Background: an optimization exercise with open tools, aiming at small area and few clock cycles per item. Do not read the settings as production practice. Only simulation tests tie the RTL to the original design; equivalence was not proved.

## run D
==> module cam_frame_analyzer, before the edit <==
module cam_frame_analyzer
(
    input  logic        clk,
    input  logic        rst,
    input  logic        init,
    output logic [14:0] mem_addr,
    input  logic [11:0] mem_data,
    output logic        busy,
    output logic        done,
    output logic [1:0]  color,
    output logic [1:0]  figure,
    output logic [14:0] pix_count
);
    localparam logic [2:0] ST_IDLE = 3'b000;
    localparam logic [2:0] ST_DONE = 3'b001;
    localparam logic [2:0] ST_SCAN = 3'b100;
    localparam logic [2:0] ST_DOM1 = 3'b101;
    localparam logic [2:0] ST_DOM2 = 3'b110;
    localparam logic [2:0] ST_COL  = 3'b111;
    localparam logic [2:0] ST_MUL  = 3'b010;
    logic [2:0]  st;
    logic [1:0]  dom;      
    logic        ci;       
    logic [7:0]  x;
    logic [9:0]  z;
    logic [14:0] red, grn, blu;
    logic [7:0]  xmin, xmax;
    logic [6:0]  h, dy;
    logic        seen;
    logic s_scan, s_dom1, s_dom2, s_col, s_mul, s_dom;
    logic accept, x_end, z_end, scan_end, x_adv, z_adv, x_wrap, z_wrap, mul_end;
    logic is_r, is_g, is_b, col, pix_c;
    logic lt, gt, in_box;
    logic [14:0] other;
    logic gtr, big, cin_m, ld;
    logic [2:0] k, s;
    logic [14:0] red_inc, grn_sum, blu_sum, grn_op, blu_op;
    logic        red_ci, grn_ci, blu_ci, h_ci;
    logic [7:0]  x_inc, x_nx;
    logic [9:0]  z_inc, z_nx;
    logic [6:0]  h_inc;
    logic        c;
    assign s_scan = (st == ST_SCAN);
    assign s_dom1 = (st == ST_DOM1);
    assign s_dom2 = (st == ST_DOM2);
    assign s_col  = (st == ST_COL);
    assign s_mul  = (st == ST_MUL);
    assign s_dom  = s_dom1 | s_dom2;
    assign busy      = st[2] | st[1];
    assign done      = (st == ST_DONE);
    assign pix_count = red;
    assign color     = dom & {2{big}};
    assign figure    = {ci & big, big & (~gtr | ~ci)};
    assign accept   = init & ~busy;
    assign x_end    = x[7] & (&x[4:0]);
    assign z_end    = z[9] & z[6] & z[4] & z[2] & z[1] & z[0];
    assign scan_end = s_scan & x_end & z_end;
    pixel_classifier u_cls (
        .pix  (mem_data),
        .is_r (is_r),
        .is_g (is_g),
        .is_b (is_b)
    );
    assign col   = is_r | is_g | is_b;
    assign pix_c = s_scan & col;
    always_comb begin
        lt = 1'b0;
        gt = 1'b0;
        for (int i = 0; i < 8; i++) begin
            lt = (xmin[i] & ~x[i]) | ((xmin[i] | ~x[i]) & lt);
            gt = (x[i] & ~xmax[i]) | ((x[i] | ~xmax[i]) & gt);
        end
    end
    assign in_box = ~lt & ~gt;
    assign other = s_dom1 ? grn : blu;
    always_comb begin
        gtr = 1'b0;
        for (int i = 0; i < 15; i++)
            gtr = (other[i] & ~red[i]) | ((other[i] | ~red[i]) & gtr);
    end
    assign big = |red[14:6];
    assign ld  = s_dom & gtr;
    assign k = grn[2:0];
    assign s = x[2:0];
    always_comb begin
        case (s)
            3'd0: cin_m = (k != 3'd0);
            3'd1: cin_m = (k >= 3'd2);
            3'd2: cin_m = (k >= 3'd4);
            3'd3: cin_m = (k >= 3'd5);
            3'd4: cin_m = (k == 3'd7);
            3'd5: cin_m = (k >= 3'd3);
            3'd6: cin_m = (k >= 3'd6);
            default: cin_m = 1'b0;
        endcase
    end
    assign mul_end = s_mul & (s == 3'd7);
    assign x_adv  = s_scan | s_col | s_mul;
    assign z_adv  = s_scan & (&x[4:0]);
    assign red_ci = s_scan & is_r;
    assign grn_ci = s_scan & is_g;
    assign grn_op = {8'd0, dy & {7{s_col & in_box}}};
    assign blu_ci = (s_scan & is_b) | (s_mul & cin_m);
    assign blu_op = {3'd0, grn[14:3] & {12{s_mul & ~mul_end}}};
    assign h_ci   = s_scan & x_end & (seen | col);
    always_comb begin
        c = red_ci;
        for (int i = 0; i < 15; i++) begin
            red_inc[i] = red[i] ^ c;
            c = red[i] & c;
        end
        c = grn_ci;
        for (int i = 0; i < 15; i++) begin
            grn_sum[i] = grn[i] ^ grn_op[i] ^ c;
            c = (grn[i] & grn_op[i]) | (grn[i] & c) | (grn_op[i] & c);
        end
        c = blu_ci;
        for (int i = 0; i < 15; i++) begin
            blu_sum[i] = blu[i] ^ blu_op[i] ^ c;
            c = (blu[i] & blu_op[i]) | (blu[i] & c) | (blu_op[i] & c);
        end
        c = x_adv;
        for (int i = 0; i < 8; i++) begin
            x_inc[i] = x[i] ^ c;
            c = x[i] & c;
        end
        c = z_adv;
        for (int i = 0; i < 10; i++) begin
            z_inc[i] = z[i] ^ c;
            c = z[i] & c;
        end
        c = h_ci;
        for (int i = 0; i < 7; i++) begin
            h_inc[i] = h[i] ^ c;
            c = h[i] & c;
        end
    end
    assign x_wrap = x_end & x_adv;
    assign z_wrap = z_end & z_adv;
    assign x_nx = {x_inc[7] & ~x_wrap, x_inc[6], x_inc[5] & ~x_wrap, x_inc[4],
                   x_inc[3] & ~mul_end, x_inc[2:0]};
    assign z_nx = {z_inc[9] & ~z_wrap, z_inc[8:7], z_inc[6] & ~z_wrap, z_inc[5],
                   z_inc[4:3] & ~{2{z_wrap}}, z_inc[2:0]};
    assign mem_addr = {z_nx, x_nx[4:0]};
    always_ff @(posedge clk or negedge rst) begin
        if (!rst) begin
            st     <= ST_IDLE;
            x      <= 8'd0;
            z      <= 10'd0;
            red    <= 15'd0;
        end else begin
            x <= x_nx;
            z <= z_nx;
            if (accept)
                red <= 15'd0;
            else if (ld)
                red <= other;
            else
                red <= red_inc;
            case (st)
                ST_IDLE, ST_DONE: if (accept) st <= ST_SCAN;
                ST_SCAN: if (scan_end) st <= ST_DOM1;
                ST_DOM1: st <= ST_DOM2;
                ST_DOM2: st <= ST_COL;
                ST_COL:  if (x_end) st <= ST_MUL;
                ST_MUL:  if (mul_end) st <= ST_DONE;
                default: st <= ST_IDLE;
            endcase
        end
    end
    always_ff @(posedge clk) begin
        grn  <= (accept | s_dom2) ? 15'd0 : grn_sum;
        blu  <= (accept | s_col)  ? 15'd0 : blu_sum;
        seen <= ~accept & (seen | pix_c);
        h    <= accept ? 7'd1 : h_inc;
        if (pix_c & (~seen | lt)) xmin <= x;
        if (pix_c & (~seen | gt)) xmax <= x;
        if (pix_c) dy <= h;
        if (s_dom1)
            dom <= gtr ? 2'd2 : 2'd1;
        else if (s_dom2 & gtr)
            dom <= 2'd3;
        if (s_mul & (s == 3'd5))
            ci <= ~gtr;
    end
endmodule
export LEC_CHECK = 0
export CAP_MARGIN = 20
export CORE_MARGIN = 2
export CORE_UTILIZATION = 40
export CTS_BUF_LIST = sky130_fd_sc_hd__clkbuf_8
export SLEW_MARGIN = 20
create_clock -name core_clock -period 12.0 [get_ports {clk}]
standard.sh (not shown) runs the stock make flow with config.mk's settings and CLKGATE_MAP_FILE= SYNTH_SCRIPT=/design/flow/synth_recipe.tcl, a recipe that flattens the netlist after the stock synthesis.
==> flow/flow/run.sh <==
#!/bin/bash
# The standard layout (standard.sh) with three changes:
#  - synthesis is synth_recipe.tcl with an area-only abc script (flow/synth.tcl);
#  - the port buffers use the smallest buffer cell (buf_1); every input and
#    output port still gets its own buffer;
#  - clock tree synthesis adds no dummy loads (the tree's own buffers only).
# The full make output goes to standard.log; ORFS keeps each step's log
# under orfs/logs/.
set -euo pipefail
here=$(pwd)
bash standard.sh \
  SYNTH_SCRIPT="$here/flow/synth.tcl" \
  FLOW_SYNTH_TCL="$here/synth_recipe.tcl" \
  AREA_ABC_SCRIPT="$here/flow/area.abc" \
  BUFFER_PORTS_ARGS="-buffer_cell sky130_fd_sc_hd__buf_1" \
  CTS_ARGS="-sink_clustering_enable -repair_clock_nets -buf_list sky130_fd_sc_hd__clkbuf_8 -dont_use_dummy_load" \
  finish > standard.log 2>&1
==> flow/flow/area.abc <==
strash
balance
rewrite
refactor
balance
rewrite
rewrite -z
balance
refactor -z
rewrite -z
balance
balance
rewrite
refactor
balance
rewrite
rewrite -z
balance
refactor -z
rewrite -z
balance
balance
rewrite
refactor
balance
rewrite
rewrite -z
balance
refactor -z
rewrite -z
balance
dch -f
amap
topo
==> flow/flow/synth.tcl <==
# The standard synthesis (synth_recipe.tcl, run unchanged), except that
# abc maps the combinational logic with flow/area.abc, an area-only script
# (rewriting, then the amap standard-cell mapper), instead of ORFS's script.
# Flip-flops are mapped before abc and are left exactly as the standard
# synthesis makes them.
proc abc {args} {
  set i [lsearch -exact $args -script]
  if {$i >= 0} {
    set args [lreplace $args $i [expr {$i + 1}] -script $::env(AREA_ABC_SCRIPT)]
  }
  yosys abc {*}$args
}
source $::env(FLOW_SYNTH_TCL)
Testbench counts of run D, summed over its fixed seeds: cycles 929,800, frames 48.
#### Input delta (run B over run D)
--- a/flow/design.v
+++ b/flow/design.v
@@ -70,4 +70,5 @@
     logic [1:0]  dom;      
     logic        ci;       
+    logic [6:0]  h_nx;
     logic [7:0]  x;
     logic [9:0]  z;
@@ -153,4 +154,15 @@
     assign h_ci   = s_scan & x_end & (seen | col);
     always_comb begin
+        h_nx = h_inc;
+        if (s_dom1)
+            h_nx[1:0] = gtr ? 2'd2 : 2'd1;
+        else if (s_dom2 & gtr)
+            h_nx[1:0] = 2'd3;
+        if (s_mul & (s == 3'd5))
+            h_nx[2] = ~gtr;
+    end
+    assign dom = h[1:0];
+    assign ci  = h[2];
+    always_comb begin
         c = red_ci;
         for (int i = 0; i < 15; i++) begin
@@ -221,14 +233,8 @@
         blu  <= (accept | s_col)  ? 15'd0 : blu_sum;
         seen <= ~accept & (seen | pix_c);
-        h    <= accept ? 7'd1 : h_inc;
+        h    <= accept ? 7'd1 : h_nx;
         if (pix_c & (~seen | lt)) xmin <= x;
         if (pix_c & (~seen | gt)) xmax <= x;
         if (pix_c) dy <= h;
-        if (s_dom1)
-            dom <= gtr ? 2'd2 : 2'd1;
-        else if (s_dom2 & gtr)
-            dom <= 2'd3;
-        if (s_mul & (s == 3'd5))
-            ci <= ~gtr;
     end
 endmodule
## What came out
Run B finished every step from synthesis to the final layout, and the layout passed the timing, design-rule and antenna checks. | core utilization | run B vs run D | 0.82 points higher |. Taking run D as the reference, in run B worst setup margin moved up, pre-CTS worst setup slack moved up. Cmp run B and run D / summed instance area of the synthesized netlist / lower: run B. The global-route usage in run B sits 0.25 points below the value recorded for run D. Worst max-slew margin expressed relative to the limit: run B < run D. [run B] maximum number of pins on one net before global-route repair rose 16% relative to run D. Run B ended up with a lower largest fanout of any net on the critical path than run D did. Detail-routed via count per cell went up slightly going from run D to run B. Row delay of the slowest cell on the worst path: run B lower / run D higher. Comparing run D with run B, the clock skew came out essentially unchanged. Going from run D to run B, total wire length fell about 3%; final area saw a decrease.
Testbench counts of run B, summed over its fixed seeds: cycles 929,800, frames 48.

## port drivers added, routing unchanged
No port has a modelled driver above. Below, the same layouts with a new extraction and two added sets of constraints. Step 1 assumes that a clkbuf_16 drives the clock port and a buf_2 every other input. Step 2 times the ports against the registers' clock, not the clock port: input delays grow and output delays shrink by t, the midpoint of the rising clock arrivals with the driver on. a / b / c = ideal / step 1 / step 2; a / b = the first two.
run	t, ns	setup WS [ns]	worst hold slack (ns)	worst setup path at the end	clock arrival spread, ns
run D	0.392	3.153 / 3.162 / 2.771	0.449 / 0.449 / 0.449	input to register	0.021 / 0.021
run B	0.375	3.219 / 3.226 / 2.851	0.446 / 0.446 / 0.446	input to register	0.019 / 0.020
After both steps setup and hold are still met in every run listed. The setup slack of run D, which loses most, moves by +0.009 ns with the drivers and by -0.382 ns with both steps.
